Context: an optimization exercise on an open-source flow, tuned for small area and a short achievable clock period. The choices shown serve that exercise and are no tape-out recipe. Only simulation tests tie the RTL to the original design; equivalence was not proved.

==> build 36 <==
==> flow/design.v <==
module store_buffer_fwd #(
    parameter int SB_DEPTH = 8,
    parameter int TAG_W    = 5,
    parameter int ADDR_W   = 32
) (
    input  logic                      clk,
    input  logic                      rst,
    input  logic                      alloc_valid,
    output logic                      alloc_ready,
    input  logic [TAG_W-1:0]          alloc_rob_tag,
    input  logic [ADDR_W-1:0]         alloc_addr,
    input  logic [31:0]               alloc_wdata,
    input  logic [3:0]                alloc_wmask,
    input  logic                      commit_valid,
    input  logic [TAG_W-1:0]          commit_rob_tag,
    output logic                      commit_err,
    input  logic                      flush,
    output logic                      dmem_req_valid,
    input  logic                      dmem_req_ready,
    output logic [ADDR_W-1:0]         dmem_addr,
    output logic [31:0]               dmem_wdata,
    output logic [3:0]                dmem_wmask,
    input  logic                      dmem_resp,
    input  logic [ADDR_W-1:0]         ld_addr,
    input  logic [3:0]                ld_rmask,
    output logic [3:0]                fwd_mask,
    output logic [31:0]               fwd_data,
    output logic [$clog2(SB_DEPTH):0] count,
    output logic                      empty,
    output logic                      full
);
    localparam int N  = SB_DEPTH;
    localparam int CW = $clog2(SB_DEPTH) + 1;
    localparam int WA = ADDR_W - 2;
    logic [TAG_W-1:0] tag_r  [N];
    logic [WA-1:0]    addr_r [N];
    logic [31:0]      data_r [N];
    logic [3:0]       mask_r [N];
    logic [N-1:0] valid_r, comm_r;
    logic [N-1:0] valid_nxt_s, comm_nxt_s;
    logic req_r, wait_r;
    logic commit_err_r;
    logic [N-1:0] old_s;     
    logic [N-1:0] unc_s;     
    logic [N-1:0] shift_s;   
    logic         any_unc_s, two_comm_s;
    logic         full_s, alloc_fire_s, commit_ok_s, pop_s, wr_s;
    logic [TAG_W-1:0] unc_tag_s;
    logic         unused_s;
    assign unused_s = ^{alloc_addr[1:0], ld_addr[1:0]};
    assign full_s = &valid_r;
    always_comb begin
        logic seen_v, seen_u, seen_c;
        logic [N-1:0] u_v;
        seen_v     = 1'b0;
        seen_u     = 1'b0;
        seen_c     = 1'b0;
        two_comm_s = 1'b0;
        u_v        = valid_r & ~comm_r;
        for (int j = N - 1; j >= 0; j--) begin
            old_s[j]   = valid_r[j] & ~seen_v;
            unc_s[j]   = u_v[j] & ~seen_u;
            two_comm_s = two_comm_s | (comm_r[j] & seen_c);
            seen_v     = seen_v | valid_r[j];
            seen_u     = seen_u | u_v[j];
            seen_c     = seen_c | comm_r[j];
        end
        any_unc_s = seen_u;
        shift_s[0] = 1'b1;
        for (int j = 1; j < N; j++) shift_s[j] = shift_s[j-1] & valid_r[j-1];
        unc_tag_s = '0;
        for (int j = 0; j < N; j++) unc_tag_s = unc_tag_s | ({TAG_W{unc_s[j]}} & tag_r[j]);
    end
    always_comb begin
        logic [N-1:0] v1, c1;
        alloc_fire_s = alloc_valid & ~full_s;
        commit_ok_s  = commit_valid & any_unc_s & (unc_tag_s == commit_rob_tag);
        pop_s        = wait_r & dmem_resp;
        wr_s         = alloc_fire_s & ~flush;
        v1 = valid_r & ~({N{pop_s}} & old_s);
        c1 = (comm_r | ({N{commit_ok_s}} & unc_s)) & ~({N{pop_s}} & old_s);
        if (flush) begin
            valid_nxt_s = v1 & c1;
            comm_nxt_s  = c1;
        end else if (wr_s) begin
            for (int j = 0; j < N; j++) begin
                if (shift_s[j]) begin
                    valid_nxt_s[j] = (j == 0) ? 1'b1 : v1[(j == 0) ? 0 : j-1];
                    comm_nxt_s[j]  = (j == 0) ? 1'b0 : c1[(j == 0) ? 0 : j-1];
                end else begin
                    valid_nxt_s[j] = v1[j];
                    comm_nxt_s[j]  = c1[j];
                end
            end
        end else begin
            valid_nxt_s = v1;
            comm_nxt_s  = c1;
        end
    end
    always_ff @(posedge clk or negedge rst) begin
        if (!rst) begin
            valid_r      <= '0;
            comm_r       <= '0;
            commit_err_r <= 1'b0;
            req_r        <= 1'b0;
            wait_r       <= 1'b0;
        end else begin
            valid_r      <= valid_nxt_s;
            comm_r       <= comm_nxt_s;
            commit_err_r <= commit_valid & ~commit_ok_s;
            if (req_r) begin
                req_r  <= ~dmem_req_ready;
                wait_r <= dmem_req_ready;
            end else if (wait_r) begin
                req_r  <= dmem_resp & two_comm_s;
                wait_r <= ~dmem_resp;
            end else begin
                req_r  <= |comm_r;
            end
        end
    end
    always_ff @(posedge clk) begin
        if (wr_s) begin
            tag_r[0]  <= alloc_rob_tag;
            addr_r[0] <= alloc_addr[ADDR_W-1:2];
            data_r[0] <= alloc_wdata;
            mask_r[0] <= alloc_wmask;
        end
        for (int j = 1; j < N; j++) begin
            if (wr_s && shift_s[j]) begin
                tag_r[j]  <= tag_r[j-1];
                addr_r[j] <= addr_r[j-1];
                data_r[j] <= data_r[j-1];
                mask_r[j] <= mask_r[j-1];
            end
        end
    end
    always_comb begin
        logic [WA-1:0] a_v;
        logic [31:0]   d_v;
        logic [3:0]    m_v;
        a_v = '0;
        d_v = '0;
        m_v = '0;
        for (int j = 0; j < N; j++) begin
            a_v = a_v | ({WA{old_s[j]}} & addr_r[j]);
            d_v = d_v | ({32{old_s[j]}} & data_r[j]);
            m_v = m_v | ({4{old_s[j]}} & mask_r[j]);
        end
        dmem_addr  = {a_v, 2'b00};
        dmem_wdata = d_v;
        dmem_wmask = m_v;
    end
    always_comb begin : fwd
        logic [N-1:0] match_v, hit_v, sel_v;
        logic         seen_v;
        logic [7:0]   byte_v;
        for (int j = 0; j < N; j++) match_v[j] = valid_r[j] & (addr_r[j] == ld_addr[ADDR_W-1:2]);
        for (int b = 0; b < 4; b++) begin
            seen_v = 1'b0;
            for (int j = 0; j < N; j++) begin
                hit_v[j] = match_v[j] & mask_r[j][b];
                sel_v[j] = hit_v[j] & ~seen_v;
                seen_v   = seen_v | hit_v[j];
            end
            byte_v = '0;
            for (int j = 0; j < N; j++) byte_v = byte_v | ({8{sel_v[j]}} & data_r[j][8*b +: 8]);
            fwd_mask[b]        = ld_rmask[b] & seen_v;
            fwd_data[8*b +: 8] = byte_v;
        end
    end
    always_comb begin
        count = '0;
        for (int j = 0; j < N; j++) count = count + CW'(valid_r[j]);
    end
    assign alloc_ready    = ~full_s;
    assign commit_err     = commit_err_r;
    assign dmem_req_valid = req_r;
    assign empty          = ~|valid_r;
    assign full           = full_s;
endmodule
==> flow/run.sh <==
#!/bin/bash
# synth_recipe.tcl (not shown) runs the flow's synth.tcl, then flattens the netlist and writes it again
# the make line also repeats each setting of config.mk as NAME=value (left out here)
make -C /OpenROAD-flow-scripts/flow DESIGN_CONFIG=/design/flow/config.mk WORK_HOME=/design/flow/orfs CLKGATE_MAP_FILE= SYNTH_SCRIPT=/design/flow/synth_recipe.tcl finish
==> flow/config.mk <==
export PLATFORM = sky130hd
export DESIGN_NAME = store_buffer_fwd
export DESIGN_NICKNAME = store_buffer_fwd
export VERILOG_FILES = /design/flow/design.v
export SDC_FILE = /design/flow/constraint.sdc
export NUM_CORES = 4
export LEC_CHECK = 0
export CAP_MARGIN = 20
export CORE_MARGIN = 2
export CORE_UTILIZATION = 60
export PLACE_DENSITY = 0.7
export SETUP_SLACK_MARGIN = 3
export SLEW_MARGIN = 20
==> flow/constraint.sdc <==
create_clock -name core_clock -period 9.0 [get_ports {clk}]
set_input_delay 1.8000 -clock core_clock [delete_from_list [all_inputs] [get_ports {clk}]]
set_output_delay 1.8000 -clock core_clock [all_outputs]
set_load 0.01 [all_outputs]
==> inputs of trial 87, as changes to build 36 <==
--- a/flow/design.v
+++ b/flow/design.v
@@ -153,20 +153,22 @@
     end
-    always_comb begin : fwd
-        logic [N-1:0] match_v, hit_v, sel_v;
-        logic         seen_v;
-        logic [7:0]   byte_v;
-        for (int j = 0; j < N; j++) match_v[j] = valid_r[j] & (addr_r[j] == ld_addr[ADDR_W-1:2]);
-        for (int b = 0; b < 4; b++) begin
-            seen_v = 1'b0;
-            for (int j = 0; j < N; j++) begin
-                hit_v[j] = match_v[j] & mask_r[j][b];
-                sel_v[j] = hit_v[j] & ~seen_v;
-                seen_v   = seen_v | hit_v[j];
-            end
-            byte_v = '0;
-            for (int j = 0; j < N; j++) byte_v = byte_v | ({8{sel_v[j]}} & data_r[j][8*b +: 8]);
-            fwd_mask[b]        = ld_rmask[b] & seen_v;
-            fwd_data[8*b +: 8] = byte_v;
-        end
-    end
+    logic [N*WA-1:0] addr_flat_s;
+    logic [N*32-1:0] data_flat_s;
+    logic [N*4-1:0]  mask_flat_s;
+    always_comb begin
+        for (int j = 0; j < N; j++) begin
+            addr_flat_s[j*WA +: WA] = addr_r[j];
+            data_flat_s[j*32 +: 32] = data_r[j];
+            mask_flat_s[j*4 +: 4]   = mask_r[j];
+        end
+    end
+    sb_fwd_match #(.N(N), .WA(WA)) u_fwd (
+        .ld_word  (ld_addr[ADDR_W-1:2]),
+        .ld_rmask (ld_rmask),
+        .valid    (valid_r),
+        .addr     (addr_flat_s),
+        .data     (data_flat_s),
+        .mask     (mask_flat_s),
+        .fwd_mask (fwd_mask),
+        .fwd_data (fwd_data)
+    );
     always_comb begin
@@ -181 +183,133 @@
 endmodule
+module sb_fwd_match #(
+    parameter int N  = 8,
+    parameter int WA = 30
+) (
+    input  logic [WA-1:0]   ld_word,
+    input  logic [3:0]      ld_rmask,
+    input  logic [N-1:0]    valid,
+    input  logic [N*WA-1:0] addr,
+    input  logic [N*32-1:0] data,
+    input  logic [N*4-1:0]  mask,
+    output logic [3:0]      fwd_mask,
+    output logic [31:0]     fwd_data
+);
+    logic [N-1:0] match_n_s;
+    for (genvar j = 0; j < N; j++) begin : g_eq
+        sb_word_eq #(.WA(WA)) u_eq (
+            .a     (addr[j*WA +: WA]),
+            .b     (ld_word),
+            .en      (valid[j]),
+            .match_n (match_n_s[j])
+        );
+    end
+    sb_fwd_pick #(.N(N)) u_pick (
+        .match_n  (match_n_s),
+        .ld_rmask (ld_rmask),
+        .data     (data),
+        .mask     (mask),
+        .fwd_mask (fwd_mask),
+        .fwd_data (fwd_data)
+    );
+endmodule
+module sb_word_eq #(
+    parameter int WA = 30
+) (
+    input  logic [WA-1:0] a,
+    input  logic [WA-1:0] b,
+    input  logic          en,
+    output logic          match_n
+);
+    logic [7:0] ne_s;
+    logic [3:0] eq_s;
+    for (genvar g = 0; g < 7; g++) begin : g_ne
+        sb_ne4 u_ne (.a(a[4*g +: 4]), .b(b[4*g +: 4]), .ne(ne_s[g]));
+    end
+    sb_ne2e u_ne_top (.a(a[29:28]), .b(b[29:28]), .en(en), .ne(ne_s[7]));
+    for (genvar p = 0; p < 4; p++) begin : g_eq
+        sb_nor2 u_eq (.a(ne_s[2*p]), .b(ne_s[2*p+1]), .y(eq_s[p]));
+    end
+    sb_nand4 u_match (.a(eq_s), .y(match_n));
+endmodule
+module sb_ne4 (
+    input  logic [3:0] a,
+    input  logic [3:0] b,
+    output logic       ne
+);
+    assign ne = (a != b);
+endmodule
+module sb_ne2e (
+    input  logic [1:0] a,
+    input  logic [1:0] b,
+    input  logic       en,
+    output logic       ne
+);
+    assign ne = ~en | (a != b);
+endmodule
+module sb_nor2 (
+    input  logic a,
+    input  logic b,
+    output logic y
+);
+    assign y = ~(a | b);
+endmodule
+module sb_nand4 (
+    input  logic [3:0] a,
+    output logic       y
+);
+    assign y = ~&a;
+endmodule
+module sb_fwd_pick #(
+    parameter int N = 8
+) (
+    input  logic [N-1:0]    match_n,
+    input  logic [3:0]      ld_rmask,
+    input  logic [N*32-1:0] data,
+    input  logic [N*4-1:0]  mask,
+    output logic [3:0]      fwd_mask,
+    output logic [31:0]     fwd_data
+);
+    for (genvar b = 0; b < 4; b++) begin : g_lane
+        logic [N-1:0] m_s, sel_s;
+        logic         any_s;
+        for (genvar j = 0; j < N; j++) begin : g_m
+            assign m_s[j] = mask[j*4+b];
+        end
+        sb_sel_first #(.N(N)) u_sel (.match_n(match_n), .en(m_s), .sel(sel_s), .any(any_s));
+        assign fwd_mask[b] = ld_rmask[b] & any_s;
+        for (genvar i = 0; i < 8; i++) begin : g_bit
+            logic [N-1:0] d_s;
+            for (genvar j = 0; j < N; j++) begin : g_d
+                assign d_s[j] = data[j*32 + 8*b + i];
+            end
+            sb_and_or #(.N(N)) u_ao (.sel(sel_s), .d(d_s), .y(fwd_data[8*b + i]));
+        end
+    end
+endmodule
+module sb_sel_first #(
+    parameter int N = 8
+) (
+    input  logic [N-1:0] match_n,
+    input  logic [N-1:0] en,
+    output logic [N-1:0] sel,
+    output logic         any
+);
+    always_comb begin
+        logic seen_v;
+        seen_v = 1'b0;
+        for (int j = 0; j < N; j++) begin
+            sel[j] = ~match_n[j] & en[j] & ~seen_v;
+            seen_v = seen_v | (~match_n[j] & en[j]);
+        end
+        any = seen_v;
+    end
+endmodule
+module sb_and_or #(
+    parameter int N = 8
+) (
+    input  logic [N-1:0] sel,
+    input  logic [N-1:0] d,
+    output logic         y
+);
+    assign y = |(sel & d);
+endmodule
==> flow/flow/run.sh (new file) <==
#!/bin/bash
# Standard layout, with the ports buffered by the smallest plain buffer
# (the resizer upsizes the ones on critical paths). Full tool output goes
# to flow_standard.log in the work folder.
set -euo pipefail
export BUFFER_PORTS_ARGS="-buffer_cell sky130_fd_sc_hd__buf_1"
bash standard.sh finish > flow_standard.log 2>&1
==> flow/standard.sh (new file) <==
#!/bin/bash
# synth_recipe.tcl (not shown) runs the flow's synth.tcl, then flattens the netlist and writes it again
# the make line also repeats each setting of config.mk as NAME=value (left out here)
make -C /OpenROAD-flow-scripts/flow DESIGN_CONFIG=/design/flow/config.mk WORK_HOME=/design/flow/orfs CLKGATE_MAP_FILE= SYNTH_SCRIPT=/design/flow/synth_recipe.tcl "${@:-finish}"
- CTS_CLUSTER_DIAMETER: not set -> 60
- CTS_CLUSTER_SIZE: not set -> 30
- SYNTH_HIERARCHICAL: not set -> 1
- SYNTH_MINIMUM_KEEP_SIZE: not set -> 0
removed: flow/run.sh
==> inputs of build 47, as changes to build 36 <==
- CORE_UTILIZATION: 60 -> 40
- PLACE_DENSITY: 0.7 -> not set
==> impl_metrics.env <==
export IMPL_num_tap_cells=592
export IMPL_n_all_buffers=343
export IMPL_netlist_top_cells_count="edfxtp_1 (568), nand2_1 (169), a22oi_1 (165)"
export IMPL_p_total_mw=5.67
export IMPL_fmax_mhz=156
export IMPL_critPathMaxFanout=5
export IMPL_status="complete, no violations"
export IMPL_die_h_um=217
export IMPL_finalNetCount=2445
export IMPL_p_sw_mw=1.26
export IMPL_drt_met1_wl_um=32100
export IMPL_min_to="tag_r[4][3]"
export IMPL_rr_worst_depth=9
export IMPL_synth_compound_area_share_pct=13.5
# the run above: build 36

==> impl_metrics.env <==
export IMPL_status="complete, no violations"
export IMPL_critPathMaxFanout=6
export IMPL_fmax_mhz=156
export IMPL_p_total_mw=6.10
export IMPL_n_all_buffers=350
export IMPL_rr_worst_depth=9
export IMPL_netlist_top_cells_count="edfxtp_1 (568), nand2_1 (169), a22oi_1 (165)"
export IMPL_num_tap_cells=873
export IMPL_min_to="tag_r[4][3]"
export IMPL_die_h_um=265
export IMPL_comb_power_mw=0.344
export IMPL_drt_met1_wl_um=36800
export IMPL_p_sw_mw=1.35
# the run above: build 47

==> impl_metrics.env <==
export IMPL_synth_compound_area_share_pct=13.2
export IMPL_ys_ff_latch=587
export IMPL_critPathMaxFanout=9
export IMPL_cts_hold_buffers=0
export IMPL_fmax_mhz=168
export IMPL_die_h_um=215
export IMPL_min_to="tag_r[6][3]"
export IMPL_dp_hpwl_um=46400
export IMPL_synth_mux_area_fraction_pct=0.262
export IMPL_p_sw_mw=1.22
export IMPL_netlist_top_cells_count="edfxtp_1 (568), a22oi_1 (262), xnor2_1 (242)"
export IMPL_status="complete, no violations"
export IMPL_rr_worst_depth=8
export IMPL_crit_start="ld_addr[9]"
export IMPL_p_total_mw=5.26
export IMPL_p_sw_share_pct=23.2
export IMPL_finish_utilization_pct=68.0
export IMPL_n_all_buffers=269
export IMPL_routedWlPerCell_um=26.9
# the run above: trial 87

## separate check: timing with driven ports
The flow's constraints put no driver on any port. The routed layouts listed below were extracted and timed again, unchanged, in two steps. Step 1 (the two cells are an assumption about what drives the block):
set clk [get_ports {clk}]
set_driving_cell -lib_cell sky130_fd_sc_hd__clkbuf_16 $clk
set_driving_cell -lib_cell sky130_fd_sc_hd__buf_2 [delete_from_list [all_inputs] $clk]
Step 2 moves the port delays by t, midway between the first and last clock arrival at a register: inputs arrive t later, outputs are due t later. That takes back most of the time a late clock gives input paths. Three values: no drivers, after step 1, after step 2; two values: the first two.
run | shift t [ns] | setup slack, ns | worst setup path at the end | slew at the worst register clock pin (ns)
build 36 | 0.679 | 2.596 / 2.559 / 2.559 | input to output | 0.07 / 0.07
trial 87 | 0.654 | 3.037 / 2.976 / 2.976 | input to output | 0.10 / 0.10
build 47 | 0.668 | 2.585 / 2.550 / 2.550 | input to output | 0.06 / 0.06
After both steps setup and hold are still met in every run listed. The setup slack of trial 87, which loses most, moves by -0.061 ns with the drivers and by -0.061 ns with both steps.
